Background: an optimization exercise with open tools, aiming at small area. Do not read the settings as production practice.
At most, simulation tests tie the RTL to the original design; equivalence was not proved.
Power is estimated from default activity; no workload was simulated.

==> inputs of run E <==
## modbus_rtu_register_slave
module modbus_rtu_register_slave (
    input  logic        i_clk,
    input  logic        i_rst_n,
    input  logic        i_cfg_wr_en,
    input  logic [7:0]  i_cfg_wr_data,
    input  logic        i_valid,
    output logic        o_ready,
    input  logic [1:0]  i_func,
    input  logic [7:0]  i_rx_byte,
    input  logic        i_frame_end,
    input  logic [3:0]  i_host_index,
    input  logic [15:0] i_host_value,
    output logic        o_valid,
    input  logic        i_ready,
    output logic        o_kind,
    output logic [7:0]  o_tx_byte,
    output logic        o_last,
    output logic [15:0] o_read_value
);
clock: 10.0 ns
lec_check: 0
cap_margin: 20
core_margin: 2
core_utilization: 40
slew_margin: 20
standard.sh (not shown) runs the stock make flow with config.mk's settings and CLKGATE_MAP_FILE= SYNTH_SCRIPT=/design/flow/synth_recipe.tcl, a recipe that flattens the netlist after the stock synthesis.
==> flow/flow/run.sh <==
#!/bin/bash
# Own layout flow: the standard synthesis, then an area-oriented re-mapping of the
# combinational cells (registers kept as they are, same instances and names), then the
# standard ORFS layout with smaller port buffers and a coarser clock tree without dummy loads.
# Each tool writes its full output to its own log file in the work folder.
set -euo pipefail
WORK=$(pwd)
RES=$WORK/orfs/results/$FLOW_PLATFORM/modbus_rtu_register_slave/base
LIB=$FLOW_HOME/platforms/$FLOW_PLATFORM/lib/sky130_fd_sc_hd__tt_025C_1v80.lib
CTS_SET=$(cat "$WORK/flow/cts.args")

bash standard.sh synth > "$WORK/flow_synth.log" 2>&1

cp "$RES/1_2_yosys.v" "$WORK/synth_standard.v"
if ! grep -oE "sky130_fd_sc_hd__[a-z0-9_]+" "$WORK/synth_standard.v" | sort -u \
      | grep -E "__(df|edf|sdf|dl|sedf)" | grep -qvE "__(dfxtp_1|edfxtp_1)$"; then
  best=""
  best_area=""
  # run_remap TAG SCRIPT SEED: one re-mapping attempt, in the background
  run_remap() {
    sed -e "s#@SEED@#$3#g" "$WORK/flow/$2" > "$WORK/remap_$1.abc"
    sed -e "s#@LIB@#$LIB#g" -e "s#@IN@#$WORK/synth_standard.v#g" -e "s#@OUT@#$WORK/synth_remap_$1.v#g" \
        -e "s#@FLOW@#$WORK/flow#g" -e "s#@ABC@#$WORK/remap_$1.abc#g" \
        "$WORK/flow/remap.ys" > "$WORK/remap_$1.ys"
    (timeout 1800 yosys -s "$WORK/remap_$1.ys" > "$WORK/flow_remap_$1.log" 2>&1 || true) &
  }
  pick() {
    for tag in "$@"; do
      if [[ -s "$WORK/synth_remap_$tag.v" ]] && grep -q "Found and reported 0 problems" "$WORK/flow_remap_$tag.log"; then
        area=$(grep "Chip area" "$WORK/flow_remap_$tag.log" | tail -1 | awk '{print $NF}')
        echo "$tag: $area" >> "$WORK/flow_remap_pick.log"
        if [[ -z "$best" ]] || awk -v a="$area" -v b="$best_area" 'BEGIN{exit !(a < b)}'; then
          best=$tag
          best_area=$area
        fi
      else
        echo "$tag: failed" >> "$WORK/flow_remap_pick.log"
      fi
    done
  }
  for seed in 1 2 3 4; do run_remap "a$seed" remap_a.abc $seed; done
  wait
  for seed in 1 2 3 4; do run_remap "b$seed" remap_b.abc $seed; done
  wait
  pick a1 a2 a3 a4 b1 b2 b3 b4
  if [[ -z "$best" ]]; then
    run_remap c1 remap_c.abc 1
    wait
    pick c1
  fi
  if [[ -n "$best" ]]; then
    echo "picked seed $best: $best_area" >> "$WORK/flow_remap_pick.log"
    cp "$WORK/synth_remap_$best.v" "$RES/1_2_yosys.v"
    rm -f "$RES/1_synth.odb" "$RES/1_synth.sdc"
  fi
fi

bash standard.sh \
  "BUFFER_PORTS_ARGS=-buffer_cell sky130_fd_sc_hd__buf_1" \
  "CTS_ARGS=-sink_clustering_enable -repair_clock_nets -dont_use_dummy_load $CTS_SET" \
  finish > "$WORK/flow_layout.log" 2>&1
==> flow/flow/README.md <==
Own layout flow. run.sh: standard synthesis (standard.sh synth); the combinational cells are
re-mapped for area with yosys/ABC (remap.ys, remap.abc; registers are blackboxes via stubs.v so
they keep their instances, names and cell types) with two ABC scripts (remap_a.abc, remap_b.abc) on four seeds each, keeping the smallest (remap_c.abc if all fail);
then standard.sh finish with buf_1 port buffers and the clock-tree settings in cts.args.
==> flow/flow/cts.args <==
-sink_clustering_size 20 -sink_clustering_max_diameter 60 -buf_list sky130_fd_sc_hd__clkbuf_8
==> flow/flow/remap_a.abc <==
strash
&get -n
&deepsyn -T 150 -S @SEED@
&put
dch
amap
mfs3 -ae
topo
dnsize
==> flow/flow/remap_b.abc <==
strash
&get -n
&deepsyn -T 150 -S @SEED@
&dch
&nf -a -R 1000
&put
mfs3 -a
topo
dnsize
==> flow/flow/remap_c.abc <==
strash
dch
amap
topo
dnsize
Other scripts of this flow, unchanged in this note and not shown: flow/flow/remap.ys, flow/flow/stubs.v
==> inputs of run C, as changes to run E <==
--- a/flow/design.v
+++ b/flow/design.v
@@ -15,18 +15,16 @@
     localparam logic [3:0] S_RXC  = 4'd2;    
     localparam logic [3:0] S_RXW  = 4'd3;    
     localparam logic [3:0] S_ACC  = 4'd4;    
     localparam logic [3:0] S_JDG  = 4'd5;    
     localparam logic [3:0] S_CMT  = 4'd6;    
     localparam logic [3:0] S_TXL  = 4'd7;    
     localparam logic [3:0] S_TXW  = 4'd8;    
     localparam logic [3:0] S_TXC  = 4'd9;    
-    localparam logic [3:0] S_HRL  = 4'd10;   
-    localparam logic [3:0] S_HWL  = 4'd11;   
 endpackage
 module mbrs_crc (
     input  logic        i_clk,
     input  logic        i_init,
     input  logic        i_step,
     input  logic        i_bit,
     output logic [15:0] o_crc
 );
@@ -56,17 +54,17 @@
     input  logic        i_ready,
     output logic        o_kind,
     output logic [7:0]  o_tx_byte,
     output logic        o_last,
     output logic [15:0] o_read_value
 );
     logic [3:0]  r_st;
     logic [4:0]  r_pos;      
-    logic [7:0]  r_reg [32];
+    logic [15:0] r_reg [16];
     logic [7:0]  r_buf [32];  
     logic [5:0]  r_c;        
     logic        r_full;
     logic [7:0]  r_sid;
     logic        r_aok;      
     logic        r_abc;      
     logic [7:0]  r_fn;
     logic        r_bs;       
@@ -80,21 +78,17 @@
     logic        r_ovalid;
     logic        r_kind;
     logic        r_last;
     logic [15:0] r_d;
     logic [15:0] w_crc;
     logic        w_crc_init;
     logic        w_crc_step;
     logic        w_crc_bit;
-    logic [7:0]  w_rhead;
-    logic [7:0]  w_hbyte;
-    logic        w_hit_hi;
-    logic        w_hit_lo;
-    logic        w_host_hi;
+    logic [15:0] w_rhead;
     logic        w_sel_b;
     logic        w_sel_h;
     logic        w_sel_r;
     logic        w_bwr;
     logic        w_slot_free;
     logic        w_store;
     logic [3:0]  w_idx;
     logic        w_aligned;
@@ -120,19 +114,16 @@
     logic        w_to_idle;
     assign w_rhead     = r_reg[0];
     assign w_slot_free = !r_ovalid || i_ready;
     assign w_store     = !r_full && (r_c != mbrs_pkg::C_OVF);
     assign w_idx       = r_start + r_c[4:1];
     assign w_aligned   = (r_pos[3:0] == w_idx);
     assign w_bslot     = w_aligned && (r_pos[4] == r_c[0]);
     assign w_hit       = (r_pos[3:0] == i_host_index);
-    assign w_hit_hi    = w_hit && !r_pos[4];
-    assign w_hit_lo    = w_hit && r_pos[4];
-    assign w_hbyte     = r_pos[4] ? i_host_value[7:0] : i_host_value[15:8];
     assign w_ph7       = (r_pos[2:0] == 3'd7);
     assign w_k         = w_exc ? 5'd0 : (r_echo ? 5'd2 : r_cnt);
     assign w_eqk       = (r_c[5:1] == {1'b0, w_k});
     assign w_exc       = (r_code != 2'd0);
     assign w_read      = !w_exc && !r_echo;
     assign w_is_rd    = (r_fn == mbrs_pkg::FN_READ_REGS);
     assign w_is_wr    = (r_fn == mbrs_pkg::FN_WRITE_REGS);
     assign w_frame_ok = !r_full && (r_c != 6'd0) && (r_c <= mbrs_pkg::C_OVF) && r_aok
@@ -148,53 +139,55 @@
             w_txb = w_crc[15:8];
         end else if (r_c == (r_echo ? 6'd62 : 6'd61)) begin
             w_txb = r_sid;
         end else if (r_c == (r_echo ? 6'd63 : 6'd62)) begin
             w_txb = {r_fn[7] | w_exc, r_fn[6:0]};
         end else if (r_c == 6'd63) begin
             w_txb = w_exc ? {6'd0, r_code} : {2'b00, r_cnt, 1'b0};
         end else if (!r_echo) begin
-            w_txb = w_rhead;
+            w_txb = r_c[0] ? w_rhead[7:0] : w_rhead[15:8];
         end else begin
             case (r_c[1:0])
                 2'd1:    w_txb = {4'd0, r_start};
                 2'd3:    w_txb = {3'd0, r_cnt};
                 default: w_txb = 8'h00;
             endcase
         end
     end
-    assign w_tx_load   = (r_st == mbrs_pkg::S_TXL) && w_slot_free && (!w_tx_need || w_bslot);
-    assign w_host_hi   = (r_st == mbrs_pkg::S_IDLE) && i_valid && (i_func == mbrs_pkg::OP_HOST_RD)
-                         && w_hit_hi && w_slot_free;
-    assign w_host_load = (r_st == mbrs_pkg::S_HRL) && w_hit_lo;
+    assign w_tx_load   = (r_st == mbrs_pkg::S_TXL) && w_slot_free && (!w_tx_need || w_aligned);
+    assign w_host_load = (r_st == mbrs_pkg::S_IDLE) && i_valid && (i_func == mbrs_pkg::OP_HOST_RD)
+                         && w_hit && w_slot_free;
     assign w_crc_init = (r_st == mbrs_pkg::S_CLR) || (r_st == mbrs_pkg::S_JDG)
                         || (w_tx_load && w_tx_hi);
     assign w_crc_step = (r_st == mbrs_pkg::S_RXC) || (r_st == mbrs_pkg::S_TXC);
     assign w_crc_bit  = (r_st == mbrs_pkg::S_RXC) ? i_rx_byte[r_pos[2:0]]
                                                   : r_d[{1'b0, r_pos[2:0]}];
     mbrs_crc u_crc (
         .i_clk  (i_clk),
         .i_init (w_crc_init),
         .i_step (w_crc_step),
         .i_bit  (w_crc_bit),
         .o_crc  (w_crc)
     );
     assign w_cmt_end = w_eqk && !r_c[0];
-    assign w_sel_b   = (r_st == mbrs_pkg::S_CMT) && w_bslot && !w_cmt_end;
-    assign w_sel_h   = ((r_st == mbrs_pkg::S_IDLE) && i_valid && (i_func == mbrs_pkg::OP_HOST_WR)
-                        && w_hit_hi) || ((r_st == mbrs_pkg::S_HWL) && w_hit_lo);
+    assign w_sel_b   = (r_st == mbrs_pkg::S_CMT) && w_bslot && !r_c[0] && !w_cmt_end;
+    assign w_sel_h   = (r_st == mbrs_pkg::S_IDLE) && i_valid && (i_func == mbrs_pkg::OP_HOST_WR)
+                       && w_hit;
     assign w_sel_r   = (r_st != mbrs_pkg::S_CLR) && !w_sel_b && !w_sel_h;
     assign w_bwr     = (r_st == mbrs_pkg::S_RXW) && w_bslot;
     always_ff @(posedge i_clk) begin
-        for (int i = 0; i < 31; i++) begin
+        for (int i = 0; i < 15; i++) begin
             r_reg[i] <= r_reg[i + 1];
+        end
+        for (int i = 0; i < 31; i++) begin
             r_buf[i] <= r_buf[i + 1];
         end
-        r_reg[31] <= (r_buf[0] & {8{w_sel_b}}) | (w_hbyte & {8{w_sel_h}}) | (w_rhead & {8{w_sel_r}});
+        r_reg[15] <= ({r_buf[0], r_buf[16]} & {16{w_sel_b}}) | (i_host_value & {16{w_sel_h}})
+                     | (w_rhead & {16{w_sel_r}});
         r_buf[31] <= w_bwr ? i_rx_byte : r_buf[0];
     end
     assign w_rx_acc = (r_st == mbrs_pkg::S_ACC) && (i_func == mbrs_pkg::OP_RX_BYTE) && w_store;
     always_ff @(posedge i_clk) begin
         if (w_rx_acc) begin
             r_lenhit <= w_eqk && r_c[0];
             case (r_c)
                 6'd57: begin
@@ -230,23 +223,20 @@
             r_ovalid <= 1'b0;
         end else if (w_tx_load || w_host_load) begin
             r_ovalid <= 1'b1;
         end else if (i_ready) begin
             r_ovalid <= 1'b0;
         end
     end
     always_ff @(posedge i_clk) begin
-        if (w_host_hi) begin
-            r_d[15:8] <= w_rhead;
-        end
         if (w_host_load) begin
-            r_kind   <= 1'b1;
-            r_last   <= 1'b1;
-            r_d[7:0] <= w_rhead;
+            r_kind <= 1'b1;
+            r_last <= 1'b1;
+            r_d    <= w_rhead;
         end else if (w_tx_load) begin
             r_kind   <= 1'b0;
             r_last   <= w_tx_hi;
             r_d[7:0] <= w_txb;
         end
     end
     assign o_valid      = r_ovalid;
     assign o_kind       = r_kind;
@@ -279,51 +269,46 @@
             r_echo <= 1'b0;
             r_code <= 2'd0;
         end
         if (!i_rst_n) begin
             r_st <= mbrs_pkg::S_CLR;
         end else begin
             case (r_st)
                 mbrs_pkg::S_CLR: begin
-                    if (r_pos == 5'd31) begin
+                    if (r_pos[3:0] == 4'd15) begin
                         r_st <= mbrs_pkg::S_IDLE;
                     end
                 end
                 mbrs_pkg::S_IDLE: begin
                     if (i_valid) begin
                         case (i_func)
                             mbrs_pkg::OP_RX_BYTE: begin
                                 if (!w_store) begin
                                     r_st <= mbrs_pkg::S_ACC;
                                 end else if (w_ph7) begin
                                     r_st <= mbrs_pkg::S_RXC;
                                 end
                             end
                             mbrs_pkg::OP_HOST_RD: begin
-                                if (w_host_hi) begin
-                                    r_st <= mbrs_pkg::S_HRL;
+                                if (w_host_load) begin
+                                    r_st <= mbrs_pkg::S_ACC;
                                 end
                             end
                             mbrs_pkg::OP_HOST_WR: begin
-                                if (w_hit_hi) begin
-                                    r_st <= mbrs_pkg::S_HWL;
+                                if (w_hit) begin
+                                    r_st <= mbrs_pkg::S_ACC;
                                 end
                             end
                             default: begin
                                 r_st <= mbrs_pkg::S_ACC;
                             end
                         endcase
                     end
                 end
-                mbrs_pkg::S_HRL, mbrs_pkg::S_HWL: begin
-                    if (w_hit_lo) begin
-                        r_st <= mbrs_pkg::S_ACC;
-                    end
-                end
                 mbrs_pkg::S_RXC: begin
                     if (w_ph7) begin
                         r_st <= r_c[5] ? mbrs_pkg::S_ACC : mbrs_pkg::S_RXW;
                     end
                 end
                 mbrs_pkg::S_RXW: begin
                     if (w_bslot) begin
                         r_st <= mbrs_pkg::S_ACC;
==> flow/flow/run.sh (replaced) <==
#!/bin/bash
# Own layout flow: the standard synthesis, then an area-oriented re-mapping of the
# combinational cells (registers kept as they are, same instances and names), then the
# standard ORFS layout with smaller port buffers and a coarser clock tree without dummy loads.
# Each tool writes its full output to its own log file in the work folder.
set -euo pipefail
WORK=$(pwd)
RES=$WORK/orfs/results/$FLOW_PLATFORM/modbus_rtu_register_slave/base
LIB=$FLOW_HOME/platforms/$FLOW_PLATFORM/lib/sky130_fd_sc_hd__tt_025C_1v80.lib
CTS_SET=$(cat "$WORK/flow/cts.args")

bash standard.sh synth > "$WORK/flow_synth.log" 2>&1

cp "$RES/1_2_yosys.v" "$WORK/synth_standard.v"
if ! grep -oE "sky130_fd_sc_hd__[a-z0-9_]+" "$WORK/synth_standard.v" | sort -u \
      | grep -E "__(df|edf|sdf|dl|sedf)" | grep -qvE "__(dfxtp_1|edfxtp_1)$"; then
  best=""
  best_area=""
  for seed in 1 2 3 4; do
    sed -e "s#@SEED@#$seed#g" "$WORK/flow/remap.abc" > "$WORK/remap_$seed.abc"
    sed -e "s#@LIB@#$LIB#g" -e "s#@IN@#$WORK/synth_standard.v#g" -e "s#@OUT@#$WORK/synth_remap_$seed.v#g" \
        -e "s#@FLOW@#$WORK/flow#g" -e "s#@ABC@#$WORK/remap_$seed.abc#g" \
        "$WORK/flow/remap.ys" > "$WORK/remap_$seed.ys"
    (timeout 1800 yosys -s "$WORK/remap_$seed.ys" > "$WORK/flow_remap_$seed.log" 2>&1 || true) &
  done
  wait
  for seed in 1 2 3 4; do
    if [[ -s "$WORK/synth_remap_$seed.v" ]] && grep -q "Found and reported 0 problems" "$WORK/flow_remap_$seed.log"; then
      area=$(grep "Chip area" "$WORK/flow_remap_$seed.log" | tail -1 | awk '{print $NF}')
      echo "seed $seed: $area" >> "$WORK/flow_remap_pick.log"
      if [[ -z "$best" ]] || awk -v a="$area" -v b="$best_area" 'BEGIN{exit !(a < b)}'; then
        best=$seed
        best_area=$area
      fi
    fi
  done
  if [[ -n "$best" ]]; then
    echo "picked seed $best: $best_area" >> "$WORK/flow_remap_pick.log"
    cp "$WORK/synth_remap_$best.v" "$RES/1_2_yosys.v"
    rm -f "$RES/1_synth.odb" "$RES/1_synth.sdc"
  fi
fi

bash standard.sh \
  "BUFFER_PORTS_ARGS=-buffer_cell sky130_fd_sc_hd__buf_1" \
  "CTS_ARGS=-sink_clustering_enable -repair_clock_nets -dont_use_dummy_load $CTS_SET" \
  finish > "$WORK/flow_layout.log" 2>&1
==> flow/flow/README.md (replaced) <==
Own layout flow. run.sh: standard synthesis (standard.sh synth); the combinational cells are
re-mapped for area with yosys/ABC (remap.ys, remap.abc; registers are blackboxes via stubs.v so
they keep their instances, names and cell types) using four ABC seeds, keeping the smallest;
then standard.sh finish with buf_1 port buffers and the clock-tree settings in cts.args.
==> flow/flow/cts.args (replaced) <==
-sink_clustering_size 22 -sink_clustering_max_diameter 50 -buf_list sky130_fd_sc_hd__clkbuf_8
==> flow/flow/remap.abc (new file) <==
strash
&get -n
&deepsyn -T 200 -S @SEED@
&put
dch
amap
mfs3 -ae
topo
dnsize
==> flow/config.mk (replaced) <==
export PLATFORM = sky130hd
export DESIGN_NAME = modbus_rtu_register_slave
export DESIGN_NICKNAME = modbus_rtu_register_slave
export VERILOG_FILES = /design/flow/design.v
export SDC_FILE = /design/flow/constraint.sdc
export NUM_CORES = 4
export LEC_CHECK = 0
export CAP_MARGIN = 20
export CORE_MARGIN = 2
export CORE_UTILIZATION = 55
export PLACE_DENSITY = 0.75
export SLEW_MARGIN = 20
removed: flow/flow/remap_a.abc
removed: flow/flow/remap_b.abc
removed: flow/flow/remap_c.abc
==> inputs of run B, as changes to run E <==
==> flow/flow/cts.args (replaced) <==
-sink_clustering_size 18 -sink_clustering_max_diameter 50 -buf_list sky130_fd_sc_hd__clkbuf_8
==> inputs of run G, as changes to run E <==
--- a/flow/flow/run.sh
+++ b/flow/flow/run.sh
@@ -33,21 +33,26 @@
           best=$tag
           best_area=$area
         fi
       else
         echo "$tag: failed" >> "$WORK/flow_remap_pick.log"
       fi
     done
   }
-  for seed in 1 2 3 4; do run_remap "a$seed" remap_a.abc $seed; done
-  wait
   for seed in 1 2 3 4; do run_remap "b$seed" remap_b.abc $seed; done
   wait
-  pick a1 a2 a3 a4 b1 b2 b3 b4
+  for seed in 5 6 7 8; do run_remap "b$seed" remap_b.abc $seed; done
+  wait
+  pick b1 b2 b3 b4 b5 b6 b7 b8
+  if [[ -z "$best" ]]; then
+    for seed in 1 2 3 4; do run_remap "a$seed" remap_a.abc $seed; done
+    wait
+    pick a1 a2 a3 a4
+  fi
   if [[ -z "$best" ]]; then
     run_remap c1 remap_c.abc 1
     wait
     pick c1
   fi
   if [[ -n "$best" ]]; then
     echo "picked seed $best: $best_area" >> "$WORK/flow_remap_pick.log"
     cp "$WORK/synth_remap_$best.v" "$RES/1_2_yosys.v"
==> flow/flow/README.md (replaced) <==
Own layout flow. run.sh: standard synthesis (standard.sh synth); the combinational cells are
re-mapped for area with yosys/ABC (remap.ys; registers are blackboxes via stubs.v so
they keep their instances, names and cell types) with ABC script remap_b.abc on eight seeds, keeping the smallest (remap_a.abc, then remap_c.abc, if all fail);
then standard.sh finish with buf_1 port buffers and the clock-tree settings in cts.args.
==> flow/flow/cts.args (replaced) <==
-sink_clustering_size 20 -sink_clustering_max_diameter 55 -buf_list sky130_fd_sc_hd__clkbuf_8
==> comparison <==
Run B completed with no timing, DRC or antenna violations. Run G produced a clean layout. Run E went through all stages and came out clean. Run C produced a clean layout. Sequential share of layout area: run E > run C > run G > run B. The lowest total power belongs to run E, the highest to run C. Synthesized area, lowest first: run B, run G, run E, run C. Cell area: run E < run C < run G < run B. Via count: run C > run E > run G > run B. Sequential cell count is the same in run B and run G. Worst hold slack, lowest first: run E, run C, run B, run G. Of run B and run C, run C has the higher sequential power (gap about 4%, measured against run C). Global-route usage, lowest first: run B, run E, run G, run C. Between run E and run G, the lower critical path depth is in run G (gap 7).
==> figures <==
item                                                                           run C                    run B                      run E                   run G
Run status                                                  timing/DRC/antenna clean  timing/DRC/antenna clean   timing/DRC/antenna clean  timing/DRC/antenna clean
Switch share                                                                  24.21%                   19.63%                     19.77%                  19.56%
Global-route total usage across every layer                                   21.09%                   14.01%                     14.04%                  14.22%
Routed WL                                                                   29.99 mm                 27.20 mm                   27.45 mm                27.44 mm
Multi-input combinational cell count                                             421                      417                        414                     408
Placed standard-cell area                                               0.01583 mm^2             0.01584 mm^2               0.01583 mm^2            0.01584 mm^2
Maximum number of pins on one net before global-route repair                      23                       27                         27                      27
CP max-delay cell                                             sky130_fd_sc_hd__buf_1  sky130_fd_sc_hd__nor2_1  sky130_fd_sc_hd__a21boi_0  sky130_fd_sc_hd__buf_1
Depth of the worst register-to-register path                                      13                       12                         10                      10
Post-Syn Nets                                                                   1141                     1079                       1080                    1067
Total number of tap cells                                                        341                      468                        468                     468
Number of rows in the core area                                                   60                       70                         70                      70
Count of mapped cells out of synthesis                                          1097                     1035                       1036                    1023
Via Count                                                                       8448                     7696                       7838                    7723
Terminus of the critical flop-to-flop path                          r_d[1]$_DFFE_PP_         r_d[2]$_DFFE_PP_       r_reg[31][3]$_DFF_P_    r_reg[31][4]$_DFF_P_
Startpoint type of the worst setup path                                primary input            primary input                  flip-flop           primary input
Highest fanout seen on the critical path                                           2                        9                         12                       3
Layout-to-synthesis area ratio                                               1.0860x                  1.1029x                    1.0939x                 1.0980x
Core outline area                                                       0.02695 mm^2             0.03670 mm^2               0.03670 mm^2            0.03670 mm^2
Worst setup timing slack at the placement stage                             5.238 ns                 4.861 ns                   5.324 ns                5.275 ns
Routability Congestion                                                        0.9541                   0.9265                     0.8917                  0.8732
No functional check of the RTL was part of run C.

-- port drivers added, routing unchanged --
Ports are ideal in the flow. The routed layouts listed here were re-timed in OpenROAD. Step 1 assumes that a clkbuf_16 drives the clock port and a buf_2 every other input. Step 2, shift: input delay + t, output delay - t, t = (earliest + latest rising clock arrival at the registers) / 2. This alone moves slack from input paths to output paths. a / b / c = no drivers / after step 1 / after step 2; a / b = the first two.
run | shift t [ns] | setup slack, ns | worst slew at a driven data input, ns
run E | 0.595 | 5.490 / 5.490 / 5.345 | 0.09
run C | 0.595 | 5.617 / 5.597 / 5.150 | 0.05
run B | 0.609 | 5.390 / 5.415 / 4.806 | 0.08
run G | 0.574 | 5.551 / 5.522 / 5.212 | 0.06
After both steps setup and hold are still met in every run listed. The setup slack of run B, which loses most, moves by +0.025 ns with the drivers and by -0.584 ns with both steps.
